What follows belongs to an exercise in optimizing a design on an open flow for a short achievable clock period and few clock cycles per item; a production flow would make more cautious choices. Where RTL was checked, it was by simulation tests only, not by an equivalence proof against the original. For run 6, only the layout was checked, not whether the RTL still works. No run shown here takes its clock network from TritonCTS; it comes from the design's own scripts or RTL. No driver is modelled on the clock port, so clock power and skew are understated where the tree is cut down; a real chip needs a root buffer or a tree. Power and IR drop assume default switching activity.

<file path="design.v">
module pu_sequencer #(
   parameter int WIDTH = 32,
   parameter int LEN   = 8,
   parameter int ROWS  = 4
) (
   input  logic                             clk,
   input  logic                             rst,
   input  logic                             wr_en,
   input  logic                             wr_sel,
   input  logic [$clog2(ROWS*LEN)-1:0]      wr_addr,
   input  logic [WIDTH-1:0]                 wr_data,
   input  logic                             start,
   output logic                             busy,
   output logic                             done,
   output logic                             pu_en,
   output logic [WIDTH-1:0]                 pu_x1, pu_x2, pu_x3, pu_x4,
   output logic [WIDTH-1:0]                 pu_w1, pu_w2, pu_w3, pu_w4,
   input  logic [WIDTH-1:0]                 pu_data,
   output logic                             out_valid,
   output logic [((ROWS > 1) ? $clog2(ROWS) : 1)-1:0] out_row,
   output logic [WIDTH-1:0]                 out_data
);
   localparam int AW  = $clog2(ROWS * LEN);
   localparam int NOP = ROWS * LEN / 4;       
   localparam int KW  = $clog2(NOP);          
   logic             busy_c;                   
   logic             wq_v    [1:NOP];
   logic             wq_sel  [1:NOP];
   logic [AW-1:0]    wq_addr [1:NOP];
   logic [WIDTH-1:0] wq_data [1:NOP];
   logic [LEN-1:0]   x_en;                     
   logic [3:0]       w_en    [1:NOP];          
   always_ff @(posedge clk) begin
      if (rst) begin
         for (int s = 1; s <= NOP; s++) wq_v[s] <= 1'b0;
         x_en <= '0;
         for (int s = 1; s <= NOP; s++) w_en[s] <= '0;
      end else begin
         wq_v[1] <= wr_en && !busy_c;
         for (int s = 2; s <= NOP; s++) wq_v[s] <= wq_v[s-1] && wq_sel[s-1];
         for (int k = 0; k < LEN; k++)
            x_en[k] <= wr_en && !busy_c && !wr_sel && wr_addr == AW'(k);
         for (int j = 0; j < 4; j++)
            w_en[1][j] <= wr_en && !busy_c && wr_sel && wr_addr == AW'(j);
         for (int s = 2; s <= NOP; s++)
            for (int j = 0; j < 4; j++)
               w_en[s][j] <= wq_v[s-1] && wq_sel[s-1] && wq_addr[s-1] == AW'(4 * (s - 1) + j);
      end
   end
   always_ff @(posedge clk) begin
      wq_sel[1]  <= wr_sel;
      wq_addr[1] <= wr_addr;
      wq_data[1] <= wr_data;
      for (int s = 2; s <= NOP; s++) begin
         wq_sel[s]  <= wq_sel[s-1];
         wq_addr[s] <= wq_addr[s-1];
         wq_data[s] <= wq_data[s-1];
      end
   end
   logic [WIDTH-1:0] x_buf [LEN];
   logic [WIDTH-1:0] w_buf [ROWS*LEN];
   always_ff @(posedge clk) begin
      for (int k = 0; k < LEN; k++)
         if (x_en[k]) x_buf[k] <= wq_data[1];
      for (int k = 0; k < ROWS * LEN; k++)
         if (w_en[1 + k/4][k % 4]) w_buf[k] <= wq_data[1 + k/4];
   end
   logic          s1, req, load;
   logic [KW-1:0] cnt;
   logic          s1_nx, req_nx, load_nx, busy_nx;
   logic [KW-1:0] cnt_nx;
   always_comb begin
      s1_nx   = start && !busy_c;
      req_nx  = s1 || (req && !load);
      cnt_nx  = (load || cnt != '0) ? cnt + 1'b1 : '0;
      load_nx = req_nx && cnt_nx == '0;
      busy_nx = (req_nx && s1_nx && cnt_nx == '0) ||
                ((req_nx || s1_nx) && cnt_nx != '0 && cnt_nx != KW'(NOP - 1));
      busy_c  = (req && s1 && cnt == '0) ||
                ((req || s1) && cnt != '0 && cnt != KW'(NOP - 1));
   end
   always_ff @(posedge clk) begin
      if (rst) begin
         s1   <= 1'b0;
         req  <= 1'b0;
         cnt  <= '0;
         load <= 1'b0;
         busy <= 1'b0;
      end else begin
         s1   <= s1_nx;
         req  <= req_nx;
         cnt  <= cnt_nx;
         load <= load_nx;
         busy <= busy_nx;
      end
   end
   logic [NOP-1:0]   slot_oh;                 
   logic [WIDTH-1:0] w_rd_nx [4];
   logic [WIDTH-1:0] x_hold  [4];
   logic [KW-1:0]    op_k;
   always_ff @(posedge clk) begin
      if (rst) slot_oh <= NOP'(1);
      else if (load || cnt != '0) slot_oh <= {slot_oh[NOP-2:0], slot_oh[NOP-1]};
      else slot_oh <= NOP'(1);
   end
   always_comb begin
      for (int j = 0; j < 4; j++) begin
         w_rd_nx[j] = '0;
         for (int s = 0; s < NOP; s++)
            w_rd_nx[j] = w_rd_nx[j] | ({WIDTH{slot_oh[s]}} & w_buf[4 * s + j]);
      end
   end
   always_ff @(posedge clk) begin
      op_k  <= cnt;
      pu_w1 <= w_rd_nx[0];
      pu_w2 <= w_rd_nx[1];
      pu_w3 <= w_rd_nx[2];
      pu_w4 <= w_rd_nx[3];
      if (load) begin
         pu_x1 <= x_buf[0];
         pu_x2 <= x_buf[1];
         pu_x3 <= x_buf[2];
         pu_x4 <= x_buf[3];
         for (int j = 0; j < 4; j++) x_hold[j] <= x_buf[4 + j];
      end else begin
         pu_x1 <= x_hold[0];
         pu_x2 <= x_hold[1];
         pu_x3 <= x_hold[2];
         pu_x4 <= x_hold[3];
         x_hold[0] <= pu_x1;
         x_hold[1] <= pu_x2;
         x_hold[2] <= pu_x3;
         x_hold[3] <= pu_x4;
      end
   end
   always_ff @(posedge clk) begin
      if (rst) pu_en <= 1'b0;
      else     pu_en <= load || cnt != '0;
   end
   localparam int BW = 4;                     
   localparam int NB = WIDTH / BW;            
   localparam int BL = $clog2(BW);
   logic             p_v, a_v, last_v;
   logic [KW-1:0]    p_k, a_k;
   logic [WIDTH-1:0] pd_q;
   logic [BW:0]      bs0 [NB];                
   logic [BW:0]      bs1 [NB];                
   logic [BW:0]      bs0_nx [NB];
   logic [BW:0]      bs1_nx [NB];
   logic [BW-1:0] bg [2][NB][BL+1];
   logic [BW-1:0] bp [2][NB][BL+1];
   logic [BW-1:0] ba [NB];
   logic [BW-1:0] bb [NB];
   logic [BW-1:0] bp0 [NB];
   always_comb begin
      for (int n = 0; n < NB; n++) begin
         ba[n]  = pu_data[BW*n +: BW];
         bb[n]  = pd_q[BW*n +: BW];
         bp0[n] = ba[n] ^ bb[n];
         for (int c = 0; c < 2; c++) begin
            bg[c][n][0] = ba[n] & bb[n];
            bp[c][n][0] = bp0[n];
            if (c == 1) bg[c][n][0][0] = ba[n][0] | bb[n][0];
            for (int l = 0; l < BL; l++)
               for (int i = 0; i < BW; i++)
                  if (i >= (1 << l)) begin
                     bg[c][n][l+1][i] = bg[c][n][l][i] | (bp[c][n][l][i] & bg[c][n][l][i - (1 << l)]);
                     bp[c][n][l+1][i] = bp[c][n][l][i] & bp[c][n][l][i - (1 << l)];
                  end else begin
                     bg[c][n][l+1][i] = bg[c][n][l][i];
                     bp[c][n][l+1][i] = bp[c][n][l][i];
                  end
         end
         bs0_nx[n][0] = bp0[n][0];
         bs1_nx[n][0] = ~bp0[n][0];
         for (int i = 1; i < BW; i++) begin
            bs0_nx[n][i] = bp0[n][i] ^ bg[0][n][BL][i-1];
            bs1_nx[n][i] = bp0[n][i] ^ bg[1][n][BL][i-1];
         end
         bs0_nx[n][BW] = bg[0][n][BL][BW-1];
         bs1_nx[n][BW] = bg[1][n][BL][BW-1];
      end
   end
   localparam int NL = $clog2(NB);
   logic [NB-1:0]    cg [NL+1];
   logic [NB-1:0]    cp [NL+1];
   logic [NB:0]      bc;
   logic [WIDTH-1:0] sum_nx;
   always_comb begin
      for (int n = 0; n < NB; n++) begin
         cg[0][n] = bs0[n][BW];
         cp[0][n] = bs1[n][BW];
      end
      for (int l = 0; l < NL; l++)
         for (int n = 0; n < NB; n++)
            if (n >= (1 << l)) begin
               cg[l+1][n] = cg[l][n] | (cp[l][n] & cg[l][n - (1 << l)]);
               cp[l+1][n] = cp[l][n] & cp[l][n - (1 << l)];
            end else begin
               cg[l+1][n] = cg[l][n];
               cp[l+1][n] = cp[l][n];
            end
      bc[0] = 1'b0;
      for (int n = 0; n < NB; n++) bc[n+1] = cg[NL][n];
      for (int n = 0; n < NB; n++)
         sum_nx[BW*n +: BW] = bc[n] ? bs1[n][BW-1:0] : bs0[n][BW-1:0];
   end
   always_ff @(posedge clk) begin
      pd_q     <= pu_data;
      p_k      <= op_k;
      a_k      <= p_k;
      for (int n = 0; n < NB; n++) begin
         bs0[n] <= bs0_nx[n];
         bs1[n] <= bs1_nx[n];
      end
      out_data <= sum_nx;
      out_row  <= a_k[KW-1:1];
   end
   always_ff @(posedge clk) begin
      if (rst) begin
         p_v       <= 1'b0;
         a_v       <= 1'b0;
         out_valid <= 1'b0;
         last_v    <= 1'b0;
         done      <= 1'b0;
      end else begin
         p_v       <= pu_en;
         a_v       <= p_v;
         out_valid <= a_v && a_k[0];
         last_v    <= a_v && a_k == KW'(NOP - 1);
         done      <= last_v;
      end
   end
endmodule
</file>
<file path="flow/run.sh">
#!/bin/bash
# Standard ORFS layout, with one change to the clock tree after CTS: the
# buffers that TritonCTS puts above its leaf buffers are replaced by four
# root buffers driven by the clock port directly (flow/clktree.tcl). Every
# other step is the standard flow (standard.sh). Each tool's output
# goes to a log of its own in this folder.
set -euo pipefail
here=$(pwd)
bash standard.sh cts > std_cts.log 2>&1
RES=$here/orfs/results/$FLOW_PLATFORM/pu_sequencer/base \
   openroad -no_init -exit flow/clktree.tcl > clktree.log 2>&1
bash standard.sh finish > std_finish.log 2>&1
</file>
<file path="flow/clktree.tcl">
set res $::env(RES)
set nroot 4
set leafmax 28
if {[info exists ::env(NROOT)]} { set nroot $::env(NROOT) }
if {[info exists ::env(LEAF)]} { set leafmax $::env(LEAF) }
read_db $res/4_cts.odb
set db [ord::get_db]
set block [ord::get_db_block]
set clk_net [[$block findBTerm clk] getNet]

proc out_net {inst} {
   foreach it [$inst getITerms] { if {[$it isOutputSignal]} { return [$it getNet] } }
   return "NULL"
}
proc is_clkbuf {inst} { return [string match "sky130_fd_sc_hd__clkbuf_*" [[$inst getMaster] getName]] }

# Move each flip-flop that drives an output port's buffer (and nothing
# else) next to that buffer, so the register-to-output path has no long
# wire; detailed placement below makes the placement legal again.
set moved 0
foreach bt [$block getBTerms] {
   if {[$bt getIoType] ne "OUTPUT"} continue
   set net [$bt getNet]
   if {$net eq "NULL"} continue
   set obuf ""
   foreach it [$net getITerms] { if {[$it isOutputSignal]} { set obuf [$it getInst] } }
   if {$obuf eq ""} continue
   set a "NULL"
   foreach it [$obuf getITerms] { if {[$it isInputSignal]} { set a [$it getNet] } }
   if {$a eq "NULL" || [llength [$a getITerms]] != 2} continue
   set src ""
   foreach it [$a getITerms] { if {[$it isOutputSignal]} { set src [$it getInst] } }
   if {$src eq "" || ![string match "*__df*" [[$src getMaster] getName]]} continue
   set ob [$obuf getBBox]
   $src setLocation [$ob xMin] [$ob yMin]
   incr moved
}
puts "moved $moved output flip-flops next to their output buffers"

# walk the clock tree from the port: collect its buffers and its sinks
set frontier [list $clk_net]
set bufs {}
set sinks {}
set dummies {}
while {[llength $frontier]} {
   set net [lindex $frontier 0]
   set frontier [lrange $frontier 1 end]
   foreach it [$net getITerms] {
      if {![$it isInputSignal]} continue
      set inst [$it getInst]
      if {[is_clkbuf $inst]} {
         lappend bufs $inst
         set on [out_net $inst]
         if {$on ne "NULL"} { lappend frontier $on }
      } elseif {[out_net $inst] eq "NULL" && ![$inst isBlock] && [llength [[$inst getMaster] getName]] &&
                ![string match "*df*" [[$inst getMaster] getName]]} {
         # a dummy load that CTS added for balancing
         lappend dummies $inst
      } else {
         lappend sinks $it
      }
   }
}
set n [llength $sinks]
puts "old clock tree: [llength $bufs] buffers, [llength $dummies] dummy loads, $n sinks"

# sink positions (pin centres)
set px {}; set py {}
foreach it $sinks {
   set b [[$it getInst] getBBox]
   lappend px [expr {([$b xMin] + [$b xMax]) / 2.0}]
   lappend py [expr {([$b yMin] + [$b yMax]) / 2.0}]
}

# recursive bisection into k groups; returns a list of index lists
proc bisect {idx k} {
   global px py
   if {$k <= 1} { return [list $idx] }
   set xs {}; set ys {}
   foreach i $idx { lappend xs [lindex $px $i]; lappend ys [lindex $py $i] }
   set w [expr {[tcl::mathfunc::max {*}$xs] - [tcl::mathfunc::min {*}$xs]}]
   set h [expr {[tcl::mathfunc::max {*}$ys] - [tcl::mathfunc::min {*}$ys]}]
   set pl {}
   foreach i $idx {
      lappend pl [list $i [expr {$w >= $h ? [lindex $px $i] : [lindex $py $i]}]]
   }
   set pl [lsort -real -index 1 $pl]
   set k1 [expr {$k / 2}]
   set n1 [expr {int(round(double([llength $idx]) * $k1 / $k))}]
   set a {}; set b {}
   set j 0
   foreach e $pl { if {$j < $n1} { lappend a [lindex $e 0] } else { lappend b [lindex $e 0] }; incr j }
   return [concat [bisect $a $k1] [bisect $b [expr {$k - $k1}]]]
}

set all {}
for {set i 0} {$i < $n} {incr i} { lappend all $i }
set regions [bisect $all $nroot]
set nleaf [expr {($n + $leafmax - 1) / $leafmax}]
if {$nleaf < $nroot} { set nleaf $nroot }
# remove the old tree
foreach inst $bufs {
   set on [out_net $inst]
   odb::dbInst_destroy $inst
   if {$on ne "NULL"} { odb::dbNet_destroy $on }
}
foreach inst $dummies { odb::dbInst_destroy $inst }
foreach it $sinks { $it disconnect }

set master [$db findMaster sky130_fd_sc_hd__clkbuf_16]
proc centroid {idx} {
   global px py
   set sx 0.0; set sy 0.0
   foreach i $idx { set sx [expr {$sx + [lindex $px $i]}]; set sy [expr {$sy + [lindex $py $i]}] }
   return [list [expr {int($sx / [llength $idx])}] [expr {int($sy / [llength $idx])}]]
}
proc add_buf {name loc in_net} {
   global block master
   set inst [odb::dbInst_create $block $master $name]
   set net [odb::dbNet_create $block "${name}_net"]
   $net setSigType CLOCK
   [$inst findITerm A] connect $in_net
   [$inst findITerm X] connect $net
   $inst setLocation {*}$loc
   $inst setPlacementStatus PLACED
   return $net
}
set li 0
set r 0
foreach reg $regions {
   set k [expr {int(round(double($nleaf) * [llength $reg] / $n))}]
   if {$k < 1} { set k 1 }
   set groups [bisect $reg $k]
   # root at the centroid of its leaf buffers
   set cs {}
   foreach g $groups { lappend cs [centroid $g] }
   set sx 0; set sy 0
   foreach c $cs { incr sx [lindex $c 0]; incr sy [lindex $c 1] }
   set rnet [add_buf "clkroot_$r" [list [expr {$sx / [llength $cs]}] [expr {$sy / [llength $cs]}]] $clk_net]
   set sizes {}
   foreach g $groups c $cs {
      set lnet [add_buf "clkleaf_$li" $c $rnet]
      foreach i $g { [lindex $sinks $i] connect $lnet }
      lappend sizes [llength $g]
      incr li
   }
   puts "root $r: [llength $groups] leaf buffers, flip-flops per leaf: $sizes"
   incr r
}
puts "new clock tree: $r root buffers, $li leaf buffers; clock port drives [llength [$clk_net getITerms]] cell pins"
detailed_placement
check_placement
write_db $res/4_cts.odb
</file>
<file path="standard.sh">
#!/bin/bash
# synth_recipe.tcl (not shown) runs the flow's synth.tcl, then flattens the netlist and writes it again
# the make line also repeats each setting of config.mk as NAME=value (left out here)
make -C /OpenROAD-flow-scripts/flow DESIGN_CONFIG=/design/flow/config.mk WORK_HOME=/design/flow/orfs CLKGATE_MAP_FILE= SYNTH_SCRIPT=/design/flow/synth_recipe.tcl "${@:-finish}"
</file>
<file path="config.mk">
export PLATFORM = sky130hd
export DESIGN_NAME = pu_sequencer
export DESIGN_NICKNAME = pu_sequencer
export VERILOG_FILES = /design/flow/design.v
export SDC_FILE = /design/flow/constraint.sdc
export NUM_CORES = 4
export LEC_CHECK = 0
export CAP_MARGIN = 20
export CORE_MARGIN = 2
export CORE_UTILIZATION = 62
export CTS_CLUSTER_DIAMETER = 80
export CTS_CLUSTER_SIZE = 30
export SETUP_SLACK_MARGIN = 3.2
export SLEW_MARGIN = 20
export TNS_END_PERCENT = 100
</file>
<file path="constraint.sdc">
create_clock -name core_clock -period 5.0 [get_ports {clk}]
set_input_delay 1.0000 -clock core_clock [delete_from_list [all_inputs] [get_ports {clk}]]
set_output_delay 1.0000 -clock core_clock [all_outputs]
set_load 0.01 [all_outputs]
</file>
==> results of run 1 <==
timing repair:
item	in CTS	in global routing
setup endpoints to repair	705	516
gates resized for setup	1780	96
hold buffers	0	0
pin swaps	1	5
setup buffers	30	19
gates cloned	0	2
worst max-delay path by stage:
stage / slack [ns] / to / startpoint
after floorplan: 3.03 / bs1[1][4] / pu_data[4]
after global placement: 2.23 / w_en[5][0] / rst
after detailed placement: 2.19 / w_en[5][0] / rst
after CTS: 2.74 / pu_w4[4] / pu_w4[4]
after global routing: 2.93 / pu_x3[14] / pu_x3[14]
final: 2.97 / pu_x3[14] / pu_x3[14]
cell usage after synthesis, drive strengths merged (23+ instances only):
cell,instances
nand4,129
a22oi,512
buf,32
mux2,276
inv,73
nand2,23
nor3,24
edfxtp,1280
dfxtp,898
ha,41
a21o,28
nor2,34
xnor2,23
a21oi,25
clkbuf,116
cell families (layout without fill, tap and decap cells):
kind of cell	Yosys count	after routing	synth area share, %
multiplexers	276	276	4.61
buffers and inverters	221	604	1.28
AND/OR/NAND/NOR	285	285	2.42
adder cells (fa/ha/maj)	57	57	1.22
XOR/XNOR	31	31	0.402
AO/OA/AOI/OAI	589	589	6.49
flip-flops	2178	2178	83.6
other	0	4	0
through the flow:
stage / setup slack (ns) / total power [mW] / instance area (um2)
2_1_floorplan: 3.03 / 22.5 / 67800
3_5_place_dp: 2.19 / 24.3 / 73100
5_1_grt: 2.93 / 33.1 / 76500
3_3_place_gp: 2.23 / 24.2 / 73100
6_report: 2.97 / 32.1 / 76500
4_1_cts: 2.74 / 32.8 / 76300
area by class of cell:
| type | count | area share [%] |
|---|---|---|
| tap | 1414 | 2.31 |
| buffer | 82 | 2.68 |
| multi-input combinational | 1238 | 13.8 |
| timing repair buffer | 449 | 6.32 |
| antenna | 4 | 0.0131 |
| sequential | 2178 | 74.4 |
| inverter | 73 | 0.443 |
power groups by stage:
stage                     sequential (mW)  clock (mW)  combinational, mW
final                                21.0        7.75               3.32
after global routing                 21.1        8.41               3.51
after CTS                            21.0        8.58               3.23
after detailed placement             21.3           0               3.07
after global placement               21.2           0               2.99
after floorplan                      21.2           0               1.24
routing by layer:
metal  wire length [um]  vias to the layer above
met4               5370                        0
met2              86800                     1952
li1                   -                    14600
met5                  0                        -
met1              67700                    18000
met3              17300                      293
sequential cells by signal, indices dropped and copies added (netlist names), 34 cells and up:
| register | count |
|---|---|
| w_buf | 1024 |
| wq_data | 256 |
| x_buf | 256 |
| x_hold | 128 |
| bs0 | 39 |
| wq_addr | 35 |
| bs1 | 34 |
==> results.tsv, run 1 <==
stage	metric	value	unit
status	outcome	no timing/DRC/antenna violations	
yosys	post-synthesis cell type count	45	
yosys	Area contributors post-synth	edfxtp_1 57%, dfxtp_1 27%, a22oi_1 5.7%	
worst_setup_path	RR Startpoint	slot_oh[7]	
min_path	Min-Delay Path Depth	0	
grt	GRT busiest layer	met2	
die	die height	334	um
route	vias	34900	
worst_setup_path	slowest CP cell	dfxtp_4	
cells_and_area	Reg area	56900	um2
grt	initial antenna violation count	7	
pwr	Pint	25.1	mW
grt	global route overflow	0	
placement	HPWL Detailed	92800	um
placement	GP Congestion	0.830	
yosys	leading area contributor after synthesis	edfxtp_1	
yosys	Post-synth EDFFs	1280	
route	initial DRC count	4495	
grt	met1 Use GR	42.2	%
die	Die X	334	um
worst_setup_path	cells on worst reg2reg path	3	
die	die area	112000	um2
timing	Fmax achieved	0.492	GHz
timing	Fin Hold WS	0.335	ns
cells_and_area	most common cell after layout, fill and taps aside	edfxtp_1	
route	DRC errors left	0	
worst_setup_path	Critical Path End Type	output pin	
pwr	switching share of power	21.9	%
grt	routing usage on met2	52.3	%
yosys	Avg Synthesized Cell Area	18.6	um2
placement	number of I/O port buffers	367	
worst_setup_path	critical path's top delay family	flip-flops	
die	initial core utilization	62.3	%
worst_setup_path	crit path cell chain	buf_6	
cells_and_area	footprint of the multi-input gates	10500	um2
min_path	hold_sp	p_k[1]	
worst_setup_path	Worst EP required	4.00	ns
yosys	Synth top area share	57.0	%
cells_and_area	Finished Core Util	70.6	%
yosys	Ys Warns	21	
cells_and_area	Area Growth Syn to Fin	13.3	%
cells_and_area	most frequent cells in the layout	1280 x edfxtp_1, 587 x dfxtp_1, 512 x a22oi_1	
timing	Fin. Hold Viols	0	
die	total core area	108000	um2
flow_run	number of max-cap violations	0	
clock_tree	Clk Latency, worst-skew pair	0.55	ns
timing	total negative slack	0	ns
pwr	Clk network pwr share	24.2	%
min_path	Hold Crit Endpoint	a_k[1]	
timing	RSZ-0062 raised after global routing	true	
worst_setup_path	Worst Path Max Fanout	2	
worst_setup_path	Max stage delay on crit path	0.38	ns
placement	dpl cells	5301	
worst_setup_path	Bufs and invs on worst path	1	
die	Rows	121	
worst_setup_path	WP depth	1	
timing	Period Utilization, post-route	40.7	%
grt	vias in the first global route	34900	
yosys	Post-Syn Area	67500	um2
worst_setup_path	flop2flop setup slack	3.24	ns
pwr	Pleak	26.1	nW
clock_tree	CTS Sinks	2178	
yosys	Syn Nets	3767	
route	DR WL/cell	32.6	um
timing	Final Skew	0.0223	ns
die	# IOs	368	
timing	Max Slew Vio Count	0	
worst_setup_path	critical path class	flop to output pin	
pwr	PwrDens	419	nW/um2
cells_and_area	fraction of layout cells with a size suffix above 1	27.9	%
pwr	Logic pwr share	10.4	%
timing	Max-slew headroom	26.7	%
route	vias per cell	6.41	
yosys	Seq/Total Area, Yosys	83.6	%
min_path	HP Class	flop to flop	
timing	Period minus WS final	2.03	ns
route	WL final	177000	um
yosys	Seq cells post-synth	2178	
timing	Tightest Pin Transition	1.10	ns
grt	largest net degree at the start of global routing	125	
pwr	Flop pwr share	65.5	%
grt	GRT Total Usage	31.1	%
pwr	Psw	7.01	mW
route	ANT nets after route	0	
pwr	Peak VDD IR	0.000336	V
cells_and_area	fill count	6721	
cells_and_area	final net count	4152	
worst_setup_path	reg-to-reg endpoint	pu_w4[11]	
worst_setup_path	CP startpoint kind	flop	
worst_setup_path	Critical Path AT	1.03	ns
grt	met3 Use GR	6.19	%
cells_and_area	Cell Count, Final, Fillers Out	5438	
clock_tree	register clock-pin slew on the reported worst setup and hold paths	0.11	ns
yosys	ys async rst share	0	%
grt	first-pass GRT wire length	247000	um
yosys	ys flop type	edfxtp_1	
yosys	Mapped Cells	3637	
route	first drt pass iteration count	7	
timing	final setup vio count	0	
Testbench counts, summed over its fixed seeds: cycles 10,328, items 1,200.
==> run 2: changes to the inputs <==
--- a/flow/clktree.tcl
+++ b/flow/clktree.tcl
@@ -1,6 +1,6 @@
 set res $::env(RES)
 set nroot 4
-set leafmax 28
+set leafmax 24
 if {[info exists ::env(NROOT)]} { set nroot $::env(NROOT) }
 if {[info exists ::env(LEAF)]} { set leafmax $::env(LEAF) }
 read_db $res/4_cts.odb
@@ -12,7 +12,10 @@
    foreach it [$inst getITerms] { if {[$it isOutputSignal]} { return [$it getNet] } }
    return "NULL"
 }
-proc is_clkbuf {inst} { return [string match "sky130_fd_sc_hd__clkbuf_*" [[$inst getMaster] getName]] }
+proc is_clkbuf {inst} {
+   set m [[$inst getMaster] getName]
+   return [expr {[string match "sky130_fd_sc_hd__clkbuf_*" $m] || [string match "sky130_fd_sc_hd__buf_*" $m]}]
+}
 
 # Move each flip-flop that drives an output port's buffer (and nothing
 # else) next to that buffer, so the register-to-output path has no long
@@ -107,15 +110,19 @@
 foreach inst $dummies { odb::dbInst_destroy $inst }
 foreach it $sinks { $it disconnect }
 
-set master [$db findMaster sky130_fd_sc_hd__clkbuf_16]
+# root buffers: the strongest plain buffer (the port drives them directly);
+# leaf buffers: a plain buffer with a smaller input, so that the root
+# buffers see less load, that still keeps the flip-flop clock slew low
+set root_master [$db findMaster sky130_fd_sc_hd__buf_16]
+set leaf_master [$db findMaster sky130_fd_sc_hd__buf_12]
 proc centroid {idx} {
    global px py
    set sx 0.0; set sy 0.0
    foreach i $idx { set sx [expr {$sx + [lindex $px $i]}]; set sy [expr {$sy + [lindex $py $i]}] }
    return [list [expr {int($sx / [llength $idx])}] [expr {int($sy / [llength $idx])}]]
 }
-proc add_buf {name loc in_net} {
-   global block master
+proc add_buf {name loc in_net master} {
+   global block
    set inst [odb::dbInst_create $block $master $name]
    set net [odb::dbNet_create $block "${name}_net"]
    $net setSigType CLOCK
@@ -136,10 +143,10 @@
    foreach g $groups { lappend cs [centroid $g] }
    set sx 0; set sy 0
    foreach c $cs { incr sx [lindex $c 0]; incr sy [lindex $c 1] }
-   set rnet [add_buf "clkroot_$r" [list [expr {$sx / [llength $cs]}] [expr {$sy / [llength $cs]}]] $clk_net]
+   set rnet [add_buf "clkroot_$r" [list [expr {$sx / [llength $cs]}] [expr {$sy / [llength $cs]}]] $clk_net $root_master]
    set sizes {}
    foreach g $groups c $cs {
-      set lnet [add_buf "clkleaf_$li" $c $rnet]
+      set lnet [add_buf "clkleaf_$li" $c $rnet $leaf_master]
       foreach i $g { [lindex $sinks $i] connect $lnet }
       lappend sizes [llength $g]
       incr li
==> run 2 against run 1 <==
  * Still clean on timing, DRC and antenna
  * Largest cell class unchanged
  * Maximum frequency rose by 1.6%
  * First-iteration DRC count rose by 2.7%
  * Hold slack got worse by 0.0015 ns
  * Synthesized cell count did not move
  * Combinational power barely moved
==> results.tsv, run 2 <==
stage	metric	value	unit	change
yosys	Avg Synthesized Cell Area	18.6	um2	unchanged
timing	setup slack after layout	3.00	ns	was 2.97 ns
yosys	Mapped Cells	3637		unchanged
worst_setup_path	cells on worst reg2reg path	3		unchanged
route	ANT nets after route	0		unchanged
grt	vias in the first global route	35000		was 34900
cells_and_area	fraction of layout cells with a size suffix above 1	28.3	%	was 27.9%
die	die area	112000	um2	unchanged
pwr	PwrDens	424	nW/um2	was 419 nW/um2
cells_and_area	Area Growth Syn to Fin	13.1	%	was 13.3%
worst_setup_path	Critical Path AT	1.00	ns	was 1.03 ns
worst_setup_path	slowest CP cell	dfxtp_4		unchanged
worst_setup_path	crit path cell chain	buf_6		unchanged
cells_and_area	most common cell after layout, fill and taps aside	edfxtp_1		unchanged
worst_setup_path	WP depth	1		unchanged
placement	GP Congestion	0.830		unchanged
route	DRC errors left	0		unchanged
pwr	Peak VDD IR	0.000402	V	was 0.000336 V
route	initial DRC count	4617		was 4495
die	Rows	121		unchanged
flow_run	number of max-cap violations	0		unchanged
grt	first-pass GRT wire length	247000	um	about the same
worst_setup_path	flop2flop setup slack	3.24	ns	about the same
worst_setup_path	Bufs and invs on worst path	1		unchanged
grt	GRT Total Usage	31.1	%	about the same
worst_setup_path	Worst EP required	4.00	ns	about the same
yosys	ys async rst share	0	%	unchanged
timing	final setup vio count	0		unchanged
route	vias	34900		about the same
yosys	Synth top area share	57.0	%	unchanged
placement	Setup WS pre-CTS	2.19	ns	unchanged
route	WL final	177000	um	about the same
route	DR WL/cell	32.4	um	was 32.6 um
worst_setup_path	critical path class	flop to output pin		unchanged
pwr	final total power	32.4	mW	was 32.1 mW
min_path	Min-Delay Path Depth	0		unchanged
timing	Fin. Hold Viols	0		unchanged
yosys	post-synthesis cell type count	45		unchanged
route	vias per cell	6.41		about the same
grt	initial antenna violation count	5		was 7
yosys	Seq/Total Area, Yosys	83.6	%	unchanged
die	# IOs	368		unchanged
die	die height	334	um	unchanged
yosys	Area contributors post-synth	edfxtp_1 57%, dfxtp_1 27%, a22oi_1 5.7%		unchanged
timing	Max Slew Vio Count	0		unchanged
pwr	Pleak	26.0	nW	was 26.1 nW
grt	global route overflow	0		unchanged
clock_tree	CTS Sinks	2178		unchanged
yosys	Post-synth EDFFs	1280		unchanged
yosys	ys flop type	edfxtp_1		unchanged
die	total core area	108000	um2	unchanged
yosys	Syn Nets	3767		unchanged
min_path	HP Class	flop to flop		unchanged
cells_and_area	final net count	4167		was 4152
clock_tree	register clock-pin slew on the reported worst setup and hold paths	0.09	ns	was 0.11 ns
cells_and_area	Largest regs	w_buf: 1024 flops, wq_data: 256 flops, x_buf: 256 flops		unchanged
yosys	most common cell in the netlist	edfxtp_1		unchanged
worst_setup_path	critical path's top delay family	flip-flops		unchanged
yosys	commonest cells in the synthesized netlist	1280 x edfxtp_1, 898 x dfxtp_1, 512 x a22oi_1		unchanged
timing	total negative slack	0	ns	unchanged
worst_setup_path	Max stage delay on crit path	0.37	ns	was 0.38 ns
placement	Post-DP Area	73100	um2	unchanged
yosys	leading area contributor after synthesis	edfxtp_1		unchanged
clock_tree	# hold bufs at CTS	0		unchanged
timing	Period Utilization, post-route	40.0	%	was 40.7%
cells_and_area	fill count	6730		was 6721
grt	largest net degree at the start of global routing	125		unchanged
worst_setup_path	Worst Path Max Fanout	2		unchanged
worst_setup_path	Critical Path End Type	output pin		unchanged
yosys	Post-Syn Area	67500	um2	unchanged
status	outcome	no timing/DRC/antenna violations		unchanged
timing	Period minus WS final	2.00	ns	was 2.03 ns
cells_and_area	Finished Core Util	70.4	%	was 70.6%
yosys	Ys Warns	21		unchanged
die	initial core utilization	62.3	%	unchanged
clock_tree	Clk Latency, worst-skew pair	0.53	ns	was 0.55 ns
die	Die X	334	um	unchanged
timing	RSZ-0062 raised after global routing	true		unchanged
placement	HPWL Detailed	92800	um	unchanged
timing	Max-slew headroom	27.1	%	was 26.7%
placement	number of I/O port buffers	367		unchanged
yosys	Seq cells post-synth	2178		unchanged
cells_and_area	Top reg by flops	w_buf		unchanged
timing	Final Skew	0.0300	ns	was 0.0223 ns
worst_setup_path	CP startpoint kind	flop		unchanged
timing	Fmax achieved	0.499	GHz	was 0.492 GHz
timing	Tightest Pin Transition	1.09	ns	was 1.10 ns
cells_and_area	most frequent cells in the layout	1280 x edfxtp_1, 585 x dfxtp_1, 512 x a22oi_1		was 1280 x edfxtp_1, 587 x dfxtp_1, 512 x a22oi_1
cells_and_area	fin area	76400	um2	was 76500 um2
route	first drt pass iteration count	6		was 7
cells_and_area	number of flip-flops in the largest register	1024		unchanged
## run 2: cell counts after synthesis
Identical to the previous run, type by type.
## run 2: routing by layer
| layer | GRT usage [%] | share of wire [%] | up-vias | wire (um) |
|---|---|---|---|---|
| li1 | - | - | 14700 | - |
| met1 | 42.8 | 38 | 18000 | 67600 |
| met2 | 52.1 | 49 | 1971 | 86700 |
| met3 | 5.46 | 9.7 | 291 | 17200 |
| met4 | 7.71 | 3.0 | 4 | 5290 |
| met5 | 0 | 0.012 | - | 22 |
## run 2: area by class of cell
class	instances	area, um2	share of cell area (%)
inverter	73	339	0.444
sequential	2178	56900	74.6
tap	1414	1770	2.32
timing repair buffer	450	4830	6.32
multi-input combinational	1238	10500	13.8
buffer	96	1950	2.56
antenna	1	2.50	0.00328
## run 2: kinds of logic after synthesis
kind of cell,after synthesis,synth area share [%]
flops,2178,83.6
compound gates,589,6.49
simple gates,285,2.42
mux,276,4.61
buf+inv,221,1.28
fa+ha+maj,57,1.22
xor+xnor,31,0.402
## run 2: timing repair
item / in CTS / in global routing
setup buffers: 30 / 20
endpoints found under the setup margin: 705 / 519
pin swaps: 1 / 4
gates cloned: 0 / 2
gates resized for setup: 1780 / 101
## run 2: metrics by stage
step	hold slack (ns)	cells
6_report	0.333	5450
5_1_grt	0.339	5449
4_1_cts	0.338	5482
3_5_place_dp	0.312	5301
3_3_place_gp	0.313	5301
2_1_floorplan	0.310	3637
## run 2: power by group
group	switching (mW)	internal, mW	total [mW]	leakage, nW
combinational	1.39	1.93	3.33	5.95
clock	5.01	3.01	8.02	0.915
sequential	0.784	20.2	21.0	19.1
total	7.19	25.2	32.4	26.0
## run 2: path summary, 6_finish.rpt
| kind | end | startpoint |
|---|---|---|
| hold / removal | a_k[1] | p_k[1] |
| hold reg to reg | a_k[1] | p_k[1] |
| setup / recovery | pu_x3[14] | pu_x3[14] |
| setup reg to reg | pu_w4[7] | slot_oh[2] |
==> run 3: changes to the inputs <==
--- a/flow/clktree.tcl
+++ b/flow/clktree.tcl
@@ -1,6 +1,6 @@
 set res $::env(RES)
 set nroot 4
-set leafmax 24
+set leafmax 28
 if {[info exists ::env(NROOT)]} { set nroot $::env(NROOT) }
 if {[info exists ::env(LEAF)]} { set leafmax $::env(LEAF) }
 read_db $res/4_cts.odb
--- a/config.mk
+++ b/config.mk
@@ -7,7 +7,7 @@
 export LEC_CHECK = 0
 export CAP_MARGIN = 20
 export CORE_MARGIN = 2
-export CORE_UTILIZATION = 62
+export CORE_UTILIZATION = 68
 export CTS_CLUSTER_DIAMETER = 80
 export CTS_CLUSTER_SIZE = 30
 export SETUP_SLACK_MARGIN = 3.2
==> run 3 against run 2 <==
  * Final area decreased by 0.47%
  * Synthesized cell count unchanged
  * Final cell count decreased by 2.3%
  * Critical endpoint is now pu_w1[27]
  * Largest power group unchanged
==> results.tsv, run 3 <==
stage	metric	value	unit	change
die	initial core utilization	68.6	%	was 62.3%
yosys	Ys Warns	21		unchanged
grt	GRT Total Usage	33.6	%	was 31.1%
placement	number of I/O port buffers	367		unchanged
worst_setup_path	Worst Path Max Fanout	1		was 2
cells_and_area	fraction of layout cells with a size suffix above 1	28.5	%	was 28.3%
placement	Post-DP Area	73000	um2	was 73100 um2
clock_tree	# hold bufs at CTS	0		unchanged
pwr	Psw	7.06	mW	was 7.19 mW
yosys	most common cell in the netlist	edfxtp_1		unchanged
timing	Fmax achieved	0.490	GHz	was 0.499 GHz
placement	GP Congestion	0.827		was 0.830
timing	Tightest Pin Transition	1.15	ns	was 1.09 ns
worst_setup_path	Max stage delay on crit path	0.38	ns	was 0.37 ns
placement	HPWL Detailed	91100	um	was 92800 um
route	DRC errors left	0		unchanged
pwr	Pleak	25.9	nW	was 26.0 nW
route	initial DRC count	5371		was 4617
yosys	Post-synth EDFFs	1280		unchanged
clock_tree	Clk Latency, worst-skew pair	0.52	ns	was 0.53 ns
timing	Period Utilization, post-route	40.8	%	was 40.0%
route	DR WL/cell	32.8	um	was 32.4 um
pwr	Peak VDD IR	0.000393	V	was 0.000402 V
pwr	PwrDens	419	nW/um2	was 424 nW/um2
grt	first-pass GRT wire length	244000	um	was 247000 um
die	total core area	98400	um2	was 108000 um2
worst_setup_path	Critical Path End Type	output pin		unchanged
min_path	HP Class	flop to flop		unchanged
yosys	Seq/Total Area, Yosys	83.6	%	unchanged
yosys	Seq cells post-synth	2178		unchanged
route	first drt pass iteration count	6		unchanged
worst_setup_path	Critical Path AT	1.04	ns	was 1.00 ns
placement	Setup WS pre-CTS	2.16	ns	was 2.19 ns
die	Rows	115		was 121
pwr	Flop pwr share	66.1	%	was 64.9%
worst_setup_path	Worst EP required	4.00	ns	about the same
yosys	Avg Synthesized Cell Area	18.6	um2	unchanged
timing	total negative slack	0	ns	unchanged
timing	Final Skew	0.0350	ns	was 0.0300 ns
yosys	Synth top area share	57.0	%	unchanged
grt	initial antenna violation count	7		was 5
yosys	Area contributors post-synth	edfxtp_1 57%, dfxtp_1 27%, a22oi_1 5.7%		unchanged
route	ANT nets after route	0		unchanged
cells_and_area	Cell Count, Final, Fillers Out	5324		was 5450
yosys	Mapped Cells	3637		unchanged
timing	final setup vio count	0		unchanged
clock_tree	register clock-pin slew on the reported worst setup and hold paths	0.11	ns	was 0.09 ns
cells_and_area	most frequent cells in the layout	1280 x edfxtp_1, 579 x dfxtp_1, 512 x a22oi_1		was 1280 x edfxtp_1, 585 x dfxtp_1, 512 x a22oi_1
timing	Max-slew headroom	23.3	%	was 27.1%
timing	setup slack after layout	2.96	ns	was 3.00 ns
timing	Period minus WS final	2.04	ns	was 2.00 ns
pwr	Clk network pwr share	23.4	%	was 24.8%
yosys	ys flop type	edfxtp_1		unchanged
cells_and_area	Area Growth Syn to Fin	12.6	%	was 13.1%
timing	Fin. Hold Viols	0		unchanged
cells_and_area	number of flip-flops in the largest register	1024		unchanged
worst_setup_path	CP startpoint kind	flop		unchanged
status	outcome	no timing/DRC/antenna violations		unchanged
route	vias	35600		was 34900
worst_setup_path	critical path class	flop to output pin		unchanged
timing	Max Slew Vio Count	0		unchanged
die	Die X	319	um	was 334 um
die	die area	102000	um2	was 112000 um2
yosys	ys async rst share	0	%	unchanged
timing	RSZ-0062 raised after global routing	true		unchanged
worst_setup_path	slowest CP cell	dfxtp_1		was dfxtp_4
yosys	leading area contributor after synthesis	edfxtp_1		unchanged
grt	global route overflow	0		unchanged
yosys	Syn Nets	3767		unchanged
cells_and_area	fin area	76000	um2	was 76400 um2
yosys	commonest cells in the synthesized netlist	1280 x edfxtp_1, 898 x dfxtp_1, 512 x a22oi_1		unchanged
cells_and_area	most common cell after layout, fill and taps aside	edfxtp_1		unchanged
yosys	post-synthesis cell type count	45		unchanged
grt	largest net degree at the start of global routing	88		was 125
route	vias per cell	6.68		was 6.41
flow_run	number of max-cap violations	0		unchanged
cells_and_area	final net count	4165		was 4167
die	die height	319	um	was 334 um
worst_setup_path	Bufs and invs on worst path	1		unchanged
route	WL final	175000	um	was 177000 um
cells_and_area	Largest regs	w_buf: 1024 flops, wq_data: 256 flops, x_buf: 256 flops		unchanged
worst_setup_path	crit path cell chain	buf_2		was buf_6
cells_and_area	Top reg by flops	w_buf		unchanged
pwr	Logic pwr share	10.5	%	was 10.3%
pwr	Pint	24.8	mW	was 25.2 mW
grt	vias in the first global route	35100		was 35000
placement	dpl cells	5195		was 5301
die	# IOs	368		unchanged
clock_tree	CTS Sinks	2178		unchanged
pwr	switching share of power	22.2	%	about the same
worst_setup_path	critical path's top delay family	flip-flops		unchanged
yosys	Post-Syn Area	67500	um2	unchanged
pwr	final total power	31.8	mW	was 32.4 mW
==> run 3: cell families after synthesis <==
group / Yosys count / share of synthesized area, %
xor gates and xnor gates: 31 / 0.402
muxes: 276 / 4.61
buffers and inverters: 221 / 1.28
adders and majority gates: 57 / 1.22
AOI/OAI and AO/OA: 589 / 6.49
DFF: 2178 / 83.6
and+or+nand+nor: 285 / 2.42
==> run 3: final timing paths <==
path	from	endpoint	slack (ns)	cells past startpoint
setup / recovery	pu_w1[27]	pu_w1[27]	2.96	1
hold / removal	p_k[0]	a_k[0]	0.34	0
setup reg to reg	w_en[3][2]	w_buf[10][5]	3.13	1
hold reg to reg	p_k[0]	a_k[0]	0.34	0
==> run 3: layer usage <==
metal | part of all wire (%) | global-route usage (%) | up-vias | wire [um]
met4 | 3.7 | 10.9 | 0 | 6460
met5 | 0 | 0 | - | 0
met1 | 37 | 46.1 | 18100 | 64100
li1 | - | - | 14700 | -
met2 | 49 | 55.8 | 2374 | 85300
met3 | 11 | 5.53 | 388 | 18800
==> run 3: per-stage QoR <==
step | utilization (%) | hold slack, ns
detailed placement | 74.2 | 0.312
CTS | 77.5 | 0.338
global route | 77.2 | 0.346
global placement | 74.2 | 0.313
floorplan | - | 0.310
finish | 77.2 | 0.339
==> run 3: layout make-up <==
cell class | count | area [um2]
diodes | 4 | 10.0
plain buffers | 82 | 1670
inverters | 73 | 339
flip-flops and latches | 2178 | 56900
well taps | 1287 | 1610
multi-input cells | 1238 | 10500
fillers | 5323 | 22400
repair buffers | 462 | 4940
==> run 3: power groups by stage <==
stage,combinational (mW),clock [mW],sequential (mW)
6_report,3.35,7.44,21.1
5_1_grt,3.52,8.06,21.2
4_1_cts,3.24,8.38,21.1
3_5_place_dp,3.05,0,21.3
3_3_place_gp,2.95,0,21.2
2_1_floorplan,1.24,0,21.2
==> run 3: repair_timing <==
| action | 4_1_cts | 5_1_grt |
|---|---|---|
| gates cloned | 1 | 0 |
| gates resized for setup | 1782 | 121 |
| setup endpoints to repair | 724 | 423 |
| pin swaps | 1 | 3 |
| buffers inserted | 33 | 9 |
==> run 4: changes to the inputs <==
--- a/config.mk
+++ b/config.mk
@@ -7,7 +7,7 @@
 export LEC_CHECK = 0
 export CAP_MARGIN = 20
 export CORE_MARGIN = 2
-export CORE_UTILIZATION = 68
+export CORE_UTILIZATION = 62
 export CTS_CLUSTER_DIAMETER = 80
 export CTS_CLUSTER_SIZE = 30
 export SETUP_SLACK_MARGIN = 3.2
==> run 4 against run 3 <==
  * Sequential power about the same
  * Worst setup slack better by 0.047 ns
  * Clock skew down 0.017 ns
  * Combinational power about the same
  * First-iteration DRC count down 15%
  * Wire length up 1.2%
  * Power about the same
  * Critical path type unchanged
  * Critical endpoint is now pu_x4[19]
  * Highest routed layer is now met5
==> results.tsv, run 4 <==
stage	metric	value	unit	change
worst_setup_path	critical path's top delay family	flip-flops		unchanged
timing	Period minus WS final	1.99	ns	was 2.04 ns
pwr	Clk network pwr share	23.5	%	was 23.4%
route	vias	34800		was 35600
timing	Max Slew Vio Count	0		unchanged
cells_and_area	Top reg by flops	w_buf		unchanged
cells_and_area	Finished Core Util	70.2	%	was 77.2%
yosys	Area contributors post-synth	edfxtp_1 57%, dfxtp_1 27%, a22oi_1 5.7%		unchanged
worst_setup_path	Critical Path End Type	output pin		unchanged
pwr	Pleak	25.8	nW	was 25.9 nW
yosys	Seq/Total Area, Yosys	83.6	%	unchanged
worst_setup_path	CP startpoint kind	flop		unchanged
cells_and_area	Cell Count, Final, Fillers Out	5435		was 5324
worst_setup_path	Max stage delay on crit path	0.38	ns	about the same
yosys	commonest cells in the synthesized netlist	1280 x edfxtp_1, 898 x dfxtp_1, 512 x a22oi_1		unchanged
yosys	Post-Syn Area	67500	um2	unchanged
worst_setup_path	critical path class	flop to output pin		unchanged
flow_run	number of max-cap violations	0		unchanged
die	Die X	334	um	was 319 um
yosys	post-synthesis cell type count	45		unchanged
worst_setup_path	WP depth	1		unchanged
placement	HPWL Detailed	92800	um	was 91100 um
yosys	Synth top area share	57.0	%	unchanged
placement	dpl cells	5301		was 5195
route	WL final	177000	um	was 175000 um
timing	Fin. Hold Viols	0		unchanged
cells_and_area	fraction of layout cells with a size suffix above 1	28.1	%	was 28.5%
yosys	ys flop type	edfxtp_1		unchanged
timing	Tightest Pin Transition	1.12	ns	was 1.15 ns
cells_and_area	most common cell after layout, fill and taps aside	edfxtp_1		unchanged
route	met3 WL post-DR	17300	um	was 18800 um
route	M1 WL	67400	um	was 64100 um
yosys	ys async rst share	0	%	unchanged
clock_tree	CTS Sinks	2178		unchanged
cells_and_area	Area Growth Syn to Fin	12.8	%	was 12.6%
yosys	Seq cells post-synth	2178		unchanged
pwr	switching share of power	22.2	%	about the same
yosys	Ys Warns	21		unchanged
timing	total negative slack	0	ns	unchanged
route	first drt pass iteration count	6		unchanged
yosys	leading area contributor after synthesis	edfxtp_1		unchanged
worst_setup_path	reg-to-reg endpoint	pu_w1[22]		was w_buf[10][5]
yosys	Post-synth EDFFs	1280		unchanged
worst_setup_path	Bufs and invs on worst path	1		unchanged
timing	Fmax achieved	0.502	GHz	was 0.490 GHz
placement	Setup WS pre-CTS	2.19	ns	was 2.16 ns
timing	setup slack after layout	3.01	ns	was 2.96 ns
route	vias per cell	6.40		was 6.68
cells_and_area	final net count	4152		was 4165
cells_and_area	Largest regs	w_buf: 1024 flops, wq_data: 256 flops, x_buf: 256 flops		unchanged
grt	largest net degree at the start of global routing	125		was 88
grt	GRT Total Usage	31.1	%	was 33.6%
timing	RSZ-0062 raised after global routing	true		unchanged
worst_setup_path	cells on worst reg2reg path	3		was 1
worst_setup_path	slowest CP cell	dfxtp_4		was dfxtp_1
route	initial DRC count	4558		was 5371
pwr	Psw	7.07	mW	was 7.06 mW
route	DRC errors left	0		unchanged
grt	initial antenna violation count	5		was 7
route	ANT nets after route	0		unchanged
grt	global route overflow	0		unchanged
die	die area	112000	um2	was 102000 um2
timing	Max-slew headroom	25.3	%	was 23.3%
worst_setup_path	crit path cell chain	buf_6		was buf_2
route	DR WL/cell	32.5	um	was 32.8 um
pwr	Peak VDD IR	0.000365	V	was 0.000393 V
worst_setup_path	Worst EP required	4.00	ns	about the same
worst_setup_path	crit path to	pu_x4[19]		was pu_w1[27]
pwr	Pint	24.7	mW	was 24.8 mW
clock_tree	Clk Latency, worst-skew pair	0.51	ns	was 0.52 ns
placement	number of I/O port buffers	367		unchanged
cells_and_area	number of flip-flops in the largest register	1024		unchanged
yosys	Avg Synthesized Cell Area	18.6	um2	unchanged
worst_setup_path	Critical Path AT	0.99	ns	was 1.04 ns
clock_tree	register clock-pin slew on the reported worst setup and hold paths	0.11	ns	about the same
pwr	Logic pwr share	10.5	%	about the same
placement	GP Congestion	0.830		was 0.827
worst_setup_path	flop2flop setup slack	3.23	ns	was 3.13 ns
grt	first-pass GRT wire length	247000	um	was 244000 um
pwr	PwrDens	418	nW/um2	was 419 nW/um2
die	# IOs	368		unchanged
worst_setup_path	RR Startpoint	slot_oh[0]		was w_en[3][2]
pwr	Flop pwr share	66.0	%	was 66.1%
yosys	Syn Nets	3767		unchanged
die	die height	334	um	was 319 um
timing	Period Utilization, post-route	39.9	%	was 40.8%
min_path	HP Class	flop to flop		unchanged
timing	Final Skew	0.0175	ns	was 0.0350 ns
status	outcome	no timing/DRC/antenna violations		unchanged
route	WL met2	86800	um	was 85300 um
worst_setup_path	Worst Path Max Fanout	2		was 1
timing	final setup vio count	0		unchanged
min_path	hold_sp	p_k[0]		unchanged
die	total core area	108000	um2	was 98400 um2
die	Rows	121		was 115
route	Top Layer Used	met5		was met4
die	initial core utilization	62.3	%	was 68.6%
cells_and_area	most frequent cells in the layout	1280 x edfxtp_1, 585 x dfxtp_1, 512 x a22oi_1		was 1280 x edfxtp_1, 579 x dfxtp_1, 512 x a22oi_1
yosys	most common cell in the netlist	edfxtp_1		unchanged
grt	vias in the first global route	34900		was 35100
pwr	final total power	31.8	mW	about the same
worst_setup_path	Worst Setup SP	pu_x4[19]		was pu_w1[27]
yosys	Mapped Cells	3637		unchanged
==> run 4: power groups by stage <==
stage	clock (mW)	sequential, mW	combinational, mW
2_1_floorplan	0	21.2	1.24
3_5_place_dp	0	21.3	3.07
4_1_cts	8.58	21.0	3.23
6_report	7.49	21.0	3.32
5_1_grt	8.16	21.1	3.52
3_3_place_gp	0	21.2	2.99
==> run 4: how the worst min path moves through the flow <==
stage	end	cells past startpoint
after detailed placement	a_k[0]	0
after global routing	a_k[1]	0
after floorplan	a_k[0]	0
after CTS	a_k[0]	0
final	a_k[0]	0
after global placement	out_data[0]	0
==> run 4: cells by family after synthesis <==
group	share of synthesized area, %
multiplexers	4.61
XOR/XNOR	0.402
flip-flops	83.6
adder cells (fa/ha/maj)	1.22
buffers and inverters	1.28
AND/OR/NAND/NOR	2.42
AO/OA/AOI/OAI	6.49
==> run 4: timing repair <==
| action | 4_1_cts | 5_1_grt |
|---|---|---|
| buffers inserted | 30 | 19 |
| resized for setup | 1780 | 103 |
| hold buffers | 0 | 0 |
| gates cloned | 0 | 2 |
| pin swaps | 1 | 4 |
| setup endpoints to repair | 705 | 525 |
==> run 4: routing by layer <==
layer / GRT usage [%] / vias to the layer above
met2: 52.3 / 1902
met3: 5.86 / 285
li1: - / 14600
met1: 42.3 / 18000
met5: 0 / -
met4: 7.49 / 4
==> run 4: layout make-up <==
type	count	area, um2
Antenna cell	1	2.50
Sequential cell	2178	56900
Fill cell	6770	32300
Tap cell	1414	1770
Timing Repair Buffer	449	4840
Multi-Input combinational cell	1238	10600
Inverter	73	339
Buffer	82	1670
==> run 4: metrics by stage <==
step           hold slack, ns  cell area (um2)
2_1_floorplan           0.310            67800
3_3_place_gp            0.313            73100
3_5_place_dp            0.312            73100
4_1_cts                 0.338            76300
5_1_grt                 0.341            76100
6_report                0.334            76100
==> run 5: changes to the inputs <==
--- a/flow/clktree.tcl
+++ b/flow/clktree.tcl
@@ -17,9 +17,10 @@
    return [expr {[string match "sky130_fd_sc_hd__clkbuf_*" $m] || [string match "sky130_fd_sc_hd__buf_*" $m]}]
 }
 
-# Move each flip-flop that drives an output port's buffer (and nothing
-# else) next to that buffer, so the register-to-output path has no long
-# wire; detailed placement below makes the placement legal again.
+# Move each flip-flop that drives an output port's buffer (and at most a
+# few other cells, which go with it) next to that buffer, so the
+# register-to-output path has no long wire; detailed placement below makes
+# the placement legal again.
 set moved 0
 foreach bt [$block getBTerms] {
    if {[$bt getIoType] ne "OUTPUT"} continue
@@ -30,12 +31,17 @@
    if {$obuf eq ""} continue
    set a "NULL"
    foreach it [$obuf getITerms] { if {[$it isInputSignal]} { set a [$it getNet] } }
-   if {$a eq "NULL" || [llength [$a getITerms]] != 2} continue
+   if {$a eq "NULL" || [llength [$a getITerms]] > 4} continue
    set src ""
-   foreach it [$a getITerms] { if {[$it isOutputSignal]} { set src [$it getInst] } }
+   set others {}
+   foreach it [$a getITerms] {
+      if {[$it isOutputSignal]} { set src [$it getInst] } elseif {[$it getInst] ne $obuf} { lappend others [$it getInst] }
+   }
    if {$src eq "" || ![string match "*__df*" [[$src getMaster] getName]]} continue
    set ob [$obuf getBBox]
    $src setLocation [$ob xMin] [$ob yMin]
+   # the flip-flop's other loads (at most a few) go with it
+   foreach o $others { $o setLocation [$ob xMin] [$ob yMin] }
    incr moved
 }
 puts "moved $moved output flip-flops next to their output buffers"
==> run 5 against run 4 <==
  * Register-to-register slack worse by 0.03 ns
  * Synthesized cell count stayed put
  * Flip-flop and latch count stayed put
  * Combinational power is 5% higher
  * Hold slack better by 0.0012 ns
  * Critical path depth stayed put
  * Area after synthesis stayed put
  * First-iteration DRC count is 1.6% higher
  * Clock power hardly changed
  * Critical endpoint is now pu_x3[29]
  * Largest cell class unchanged
  * Largest power group unchanged
==> results.tsv, run 5 <==
stage	metric	value	unit	change
worst_setup_path	Bufs and invs on worst path	1		unchanged
pwr	Pint	24.8	mW	was 24.7 mW
yosys	ys async rst share	0	%	unchanged
yosys	commonest cells in the synthesized netlist	1280 x edfxtp_1, 898 x dfxtp_1, 512 x a22oi_1		unchanged
grt	initial antenna violation count	4		was 5
cells_and_area	Finished Core Util	70.2	%	about the same
yosys	xor/xnor share of the synthesized area	0.402	%	unchanged
route	first drt pass iteration count	6		unchanged
yosys	Post-Syn Area	67500	um2	unchanged
worst_setup_path	Worst Path Max Fanout	2		unchanged
cells_and_area	number of flip-flops in the largest register	1024		unchanged
yosys	Ys Warns	21		unchanged
route	vias per cell	6.46		was 6.40
clock_tree	CTS Sinks	2178		unchanged
route	WL final	182000	um	was 177000 um
flow_run	number of max-cap violations	0		unchanged
placement	number of I/O port buffers	367		unchanged
cells_and_area	final net count	4156		was 4152
yosys	ys flop type	edfxtp_1		unchanged
yosys	leading area contributor after synthesis	edfxtp_1		unchanged
worst_setup_path	crit path cell chain	buf_6		unchanged
pwr	Pleak	25.8	nW	about the same
grt	GRT Total Usage	32.0	%	was 31.1%
die	# IOs	368		unchanged
pwr	PwrDens	421	nW/um2	was 418 nW/um2
pwr	Psw	7.25	mW	was 7.07 mW
die	total core area	108000	um2	unchanged
cells_and_area	most frequent cells in the layout	1280 x edfxtp_1, 584 x dfxtp_1, 512 x a22oi_1		was 1280 x edfxtp_1, 585 x dfxtp_1, 512 x a22oi_1
timing	Fmax achieved	0.503	GHz	was 0.502 GHz
worst_setup_path	Worst EP required	4.00	ns	about the same
yosys	compound-cell area share of the yosys netlist	6.49	%	unchanged
cells_and_area	n_diodes	0		was 1
route	vias	35200		was 34800
worst_setup_path	Critical Path AT	0.99	ns	about the same
yosys	Seq/Total Area, Yosys	83.6	%	unchanged
timing	Period minus WS final	1.99	ns	about the same
cells_and_area	Reg area	56900	um2	about the same
clock_tree	Clk Latency, worst-skew pair	0.51	ns	about the same
placement	GP Congestion	0.830		unchanged
clock_tree	# hold bufs at CTS	0		unchanged
die	Rows	121		unchanged
status	outcome	no timing/DRC/antenna violations		unchanged
timing	Max Slew Vio Count	0		unchanged
pwr	switching share of power	22.6	%	was 22.2%
cells_and_area	most common cell after layout, fill and taps aside	edfxtp_1		unchanged
worst_setup_path	Max stage delay on crit path	0.36	ns	was 0.38 ns
worst_setup_path	Critical Path End Type	output pin		unchanged
die	die area	112000	um2	unchanged
yosys	Synth top area share	57.0	%	unchanged
cells_and_area	fraction of layout cells with a size suffix above 1	28.2	%	was 28.1%
route	DRC errors left	0		unchanged
worst_setup_path	CP startpoint kind	flop		unchanged
yosys	Area contributors post-synth	edfxtp_1 57%, dfxtp_1 27%, a22oi_1 5.7%		unchanged
yosys	Adder-Cell Fraction of Synth Area	1.22	%	unchanged
timing	Fin. Hold Viols	0		unchanged
pwr	final total power	32.0	mW	was 31.8 mW
grt	largest net degree at the start of global routing	125		unchanged
timing	Tightest Pin Transition	1.09	ns	was 1.12 ns
cells_and_area	fill count	6764		was 6770
cells_and_area	footprint of the multi-input gates	10500	um2	was 10600 um2
pwr	Logic pwr share	10.9	%	was 10.5%
yosys	Syn Nets	3767		unchanged
pwr	Flop pwr share	65.7	%	was 66.0%
yosys	Avg Synthesized Cell Area	18.6	um2	unchanged
yosys	mux share of post-synthesis cell area	4.61	%	unchanged
timing	final setup vio count	0		unchanged
min_path	HP Class	flop to flop		unchanged
yosys	post-synthesis cell type count	45		unchanged
worst_setup_path	critical path's top delay family	flip-flops		unchanged
cells_and_area	Area Growth Syn to Fin	12.8	%	about the same
yosys	Seq cells post-synth	2178		unchanged
worst_setup_path	slowest CP cell	dfxtp_2		was dfxtp_4
grt	vias in the first global route	35300		was 34900
pwr	Peak VDD IR	0.000368	V	was 0.000365 V
route	DR WL/cell	33.5	um	was 32.5 um
timing	RSZ-0062 raised after global routing	true		unchanged
grt	first-pass GRT wire length	254000	um	was 247000 um
yosys	Post-synth EDFFs	1280		unchanged
worst_setup_path	critical path class	flop to output pin		unchanged
clock_tree	register clock-pin slew on the reported worst setup and hold paths	0.10	ns	was 0.11 ns
yosys	largest family of logic cells by synthesized area	compound AO/OA/AOI/OAI gates		unchanged
route	initial DRC count	4632		was 4558
yosys	Synth Area in Simple Gates	2.42	%	unchanged
die	Die X	334	um	unchanged
route	ANT nets after route	0		unchanged
timing	total negative slack	0	ns	unchanged
cells_and_area	Top reg by flops	w_buf		unchanged
die	die height	334	um	unchanged
cells_and_area	Largest regs	w_buf: 1024 flops, wq_data: 256 flops, x_buf: 256 flops		unchanged
timing	Final Skew	0.0215	ns	was 0.0175 ns
yosys	Mapped Cells	3637		unchanged
yosys	most common cell in the netlist	edfxtp_1		unchanged
timing	Period Utilization, post-route	39.7	%	was 39.9%
placement	HPWL Detailed	92800	um	unchanged
pwr	Clk network pwr share	23.5	%	about the same
die	initial core utilization	62.3	%	unchanged
timing	Max-slew headroom	27.5	%	was 25.3%
grt	global route overflow	0		unchanged
[run 5: cell counts after synthesis]
No cell type changed its count.
[run 5: power by group through the flow]
stage / clock network (mW) / registers, mW / logic, mW
after global routing: 8.16 / 21.1 / 3.65
final: 7.51 / 21.0 / 3.48
after detailed placement: 0 / 21.3 / 3.07
after floorplan: 0 / 21.2 / 1.24
after CTS: 8.58 / 21.0 / 3.23
after global placement: 0 / 21.2 / 2.99
[run 5: final timing paths]
| kind | startpoint | endpoint | slack [ns] | cells past startpoint |
|---|---|---|---|---|
| worst max-delay path | pu_x3[29] | pu_x3[29] | 3.01 | 1 |
| worst min register to register | p_k[1] | a_k[1] | 0.33 | 0 |
| worst max register to register | slot_oh[0] | pu_w1[22] | 3.20 | 3 |
| worst min-delay path | p_k[1] | a_k[1] | 0.33 | 0 |
[run 5: cell type report]
type	count	share of cell area, %
Multi-Input combinational cell	1238	13.9
Timing Repair Buffer	453	6.37
Tap cell	1414	2.32
Inverter	73	0.445
Sequential cell	2178	74.8
Buffer	82	2.20
[run 5: layer usage]
layer	part of all wire [%]	track usage (%)
met5	0	0
met4	2.9	7.90
met3	9.9	6.23
met2	49	53.4
met1	38	43.8
[run 5: repair_timing]
| item | in CTS | in global routing |
|---|---|---|
| hold endpoints to repair | 0 | 0 |
| pin swaps | 1 | 4 |
| gates cloned | 0 | 2 |
| endpoints found under the setup margin | 705 | 549 |
| setup buffers | 30 | 23 |
| resized for setup | 1780 | 104 |
[run 5: stage by stage]
step	cells	setup slack (ns)	cell area [um2]	hold WS, ns
after floorplan	3637	3.03	67800	0.310
after global placement	5301	2.23	73100	0.313
after detailed placement	5301	2.19	73100	0.312
after CTS	5482	2.74	76300	0.338
after global routing	5438	2.98	76100	0.342
final	5438	3.01	76100	0.335
[run 5: logic make-up after synthesis]
logic type | Yosys count
flip-flops | 2178
AO/OA/AOI/OAI | 589
AND/OR/NAND/NOR | 285
multiplexers | 276
buffers and inverters | 221
adder cells (fa/ha/maj) | 57
XOR/XNOR | 31
==> run 6: changes to the inputs <==
--- a/design.v
+++ b/design.v
@@ -96,7 +96,9 @@
    end
    logic [NOP-1:0]   slot_oh;                 
    logic [WIDTH-1:0] w_rd_nx [4];
-   logic [WIDTH-1:0] x_hold  [4];
+   logic [WIDTH-1:0] x_lo    [4];
+   logic [WIDTH-1:0] x_hi    [4];
+   logic [WIDTH-1:0] x_lane  [4];
    logic [KW-1:0]    op_k;
    always_ff @(posedge clk) begin
       if (rst) slot_oh <= NOP'(1);
@@ -108,6 +110,9 @@
          w_rd_nx[j] = '0;
          for (int s = 0; s < NOP; s++)
             w_rd_nx[j] = w_rd_nx[j] | ({WIDTH{slot_oh[s]}} & w_buf[4 * s + j]);
+         if (load)        x_lane[j] = x_buf[j];
+         else if (cnt[0]) x_lane[j] = x_hi[j];
+         else             x_lane[j] = x_lo[j];
       end
    end
    always_ff @(posedge clk) begin
@@ -116,22 +121,15 @@
       pu_w2 <= w_rd_nx[1];
       pu_w3 <= w_rd_nx[2];
       pu_w4 <= w_rd_nx[3];
-      if (load) begin
-         pu_x1 <= x_buf[0];
-         pu_x2 <= x_buf[1];
-         pu_x3 <= x_buf[2];
-         pu_x4 <= x_buf[3];
-         for (int j = 0; j < 4; j++) x_hold[j] <= x_buf[4 + j];
-      end else begin
-         pu_x1 <= x_hold[0];
-         pu_x2 <= x_hold[1];
-         pu_x3 <= x_hold[2];
-         pu_x4 <= x_hold[3];
-         x_hold[0] <= pu_x1;
-         x_hold[1] <= pu_x2;
-         x_hold[2] <= pu_x3;
-         x_hold[3] <= pu_x4;
-      end
+      pu_x1 <= x_lane[0];
+      pu_x2 <= x_lane[1];
+      pu_x3 <= x_lane[2];
+      pu_x4 <= x_lane[3];
+      if (load)
+         for (int j = 0; j < 4; j++) begin
+            x_lo[j] <= x_buf[j];
+            x_hi[j] <= x_buf[4 + j];
+         end
    end
    always_ff @(posedge clk) begin
       if (rst) pu_en <= 1'b0;
==> run 6 against run 5 <==
  * Highest routed layer unchanged
  * Clock power is 6.1% higher
  * Power is 0.27% lower
  * Clock skew is 0.0076 ns higher
  * Critical path type unchanged
  * Final cell count is 6.3% higher
  * Still clean on timing, DRC and antenna
==> results.tsv, run 6 <==
stage	metric	value	unit	change
yosys	Mapped Cells	3907		was 3637
yosys	Post-synth EDFFs	1536		was 1280
cells_and_area	Area Growth Syn to Fin	12.1	%	was 12.8%
worst_setup_path	critical path class	flop to output pin		unchanged
die	Rows	125		was 121
pwr	final total power	31.9	mW	was 32.0 mW
worst_setup_path	Worst Path Max Fanout	1		was 2
cells_and_area	Top reg by flops	w_buf		unchanged
grt	largest net degree at the start of global routing	203		was 125
cells_and_area	Reg area	62100	um2	was 56900 um2
yosys	post-synthesis cell type count	45		unchanged
timing	Final Skew	0.0291	ns	was 0.0215 ns
worst_setup_path	Max stage delay on crit path	0.35	ns	was 0.36 ns
yosys	commonest cells in the synthesized netlist	1536 x edfxtp_1, 770 x dfxtp_1, 512 x a22oi_1		was 1280 x edfxtp_1, 898 x dfxtp_1, 512 x a22oi_1
placement	number of I/O port buffers	367		unchanged
timing	Max Slew Vio Count	0		unchanged
yosys	Area contributors post-synth	edfxtp_1 64%, dfxtp_1 21%, a22oi_1 5.3%		was edfxtp_1 57%, dfxtp_1 27%, a22oi_1 5.7%
timing	RSZ-0062 raised after global routing	true		unchanged
worst_setup_path	Critical Path AT	1.01	ns	was 0.99 ns
worst_setup_path	CP startpoint kind	flop		unchanged
placement	HPWL Detailed	92200	um	was 92800 um
cells_and_area	fill count	7405		was 6764
route	initial DRC count	4768		was 4632
yosys	Seq/Total Area, Yosys	85.3	%	was 83.6%
grt	initial antenna violation count	10		was 4
worst_setup_path	flop2flop setup slack	3.18	ns	was 3.20 ns
clock_tree	Clk Latency, worst-skew pair	0.54	ns	was 0.51 ns
yosys	Seq cells post-synth	2306		was 2178
yosys	ys flop type	edfxtp_1		unchanged
cells_and_area	final net count	4387		was 4156
yosys	leading area contributor after synthesis	edfxtp_1		unchanged
route	WL final	184000	um	was 182000 um
timing	Fin Hold WS	0.327	ns	was 0.335 ns
cells_and_area	Largest regs	w_buf: 1024 flops, wq_data: 256 flops, x_buf: 256 flops		unchanged
die	# IOs	368		unchanged
clock_tree	# hold bufs at CTS	0		unchanged
timing	total negative slack	0	ns	unchanged
cells_and_area	most common cell after layout, fill and taps aside	edfxtp_1		unchanged
timing	Fin. Hold Viols	0		unchanged
cells_and_area	number of flip-flops in the largest register	1024		unchanged
yosys	ys async rst share	0	%	unchanged
timing	final setup vio count	0		unchanged
die	die area	119000	um2	was 112000 um2
placement	GP Congestion	0.802		was 0.830
yosys	Syn Nets	4037		was 3767
cells_and_area	footprint of the multi-input gates	10000	um2	was 10500 um2
status	outcome	no timing/DRC/antenna violations		unchanged
yosys	Ys Warns	23		was 21
pwr	Pleak	26.8	nW	was 25.8 nW
==> run 6: routing by layer <==
layer	vias up	global-route usage, %	part of all wire (%)	routed length (um)
met5	-	0	0	0
met4	0	10.2	3.6	6670
met3	295	5.04	8.9	16400
met2	1870	48.2	48	88100
met1	18800	42.3	40	73000
li1	15600	-	-	-
==> run 6: kinds of logic after synthesis <==
| group | count (synthesis) | synth area share, % |
|---|---|---|
| compound gates | 718 | 6.96 |
| buf+inv | 237 | 1.27 |
| flops | 2306 | 85.3 |
| xor+xnor | 31 | 0.376 |
| mux | 148 | 2.09 |
| simple gates | 410 | 2.90 |
| fa+ha+maj | 57 | 1.14 |
==> run 6: cell type report <==
cell class                      instances  area share (%)
Sequential cell                      2306            76.7
Buffer                                 88            2.21
Antenna cell                            1         0.00309
Multi-Input combinational cell       1364            12.4
Tap cell                             1524            2.36
Timing Repair Buffer                  422            5.84
Inverter                               75           0.441
==> run 6: worst paths after layout <==
check,startpoint,endpoint,depth (start not counted)
min,op_k[2],p_k[2],0
min reg2reg,op_k[2],p_k[2],0
max reg2reg,slot_oh[1],pu_w3[21],3
max,pu_w1[22],pu_w1[22],1
==> run 6: timing repair <==
item	in CTS	in global routing
gates cloned	1	4
buffers inserted	15	6
pin swaps	1	4
setup endpoints to repair	592	546
gates resized for setup	1606	239
==> run 6: report_power, final <==
group / internal (mW) / switching, mW / leakage, nW / total (mW)
sequential: 21.1 / 0.548 / 20.4 / 21.6
clock: 2.77 / 5.20 / 0.840 / 7.97
combinational: 1.12 / 1.23 / 5.56 / 2.35
total: 24.9 / 6.98 / 26.8 / 31.9
==> run 6: per-stage QoR <==
stage / cells / instance area (um2)
2_1_floorplan: 3907 / 72700
3_3_place_gp: 5665 / 77900
3_5_place_dp: 5665 / 77900
4_1_cts: 5846 / 80700
5_1_grt: 5779 / 80900
6_report: 5780 / 80900

Check on run 6: ideal ports give 2.989 ns setup slack; a clkbuf_16 on the clock port and buf_2 on the inputs give 2.816 ns; moving port delays by the midpoint clock arrival (0.699 ns) as well gives 2.630 ns.
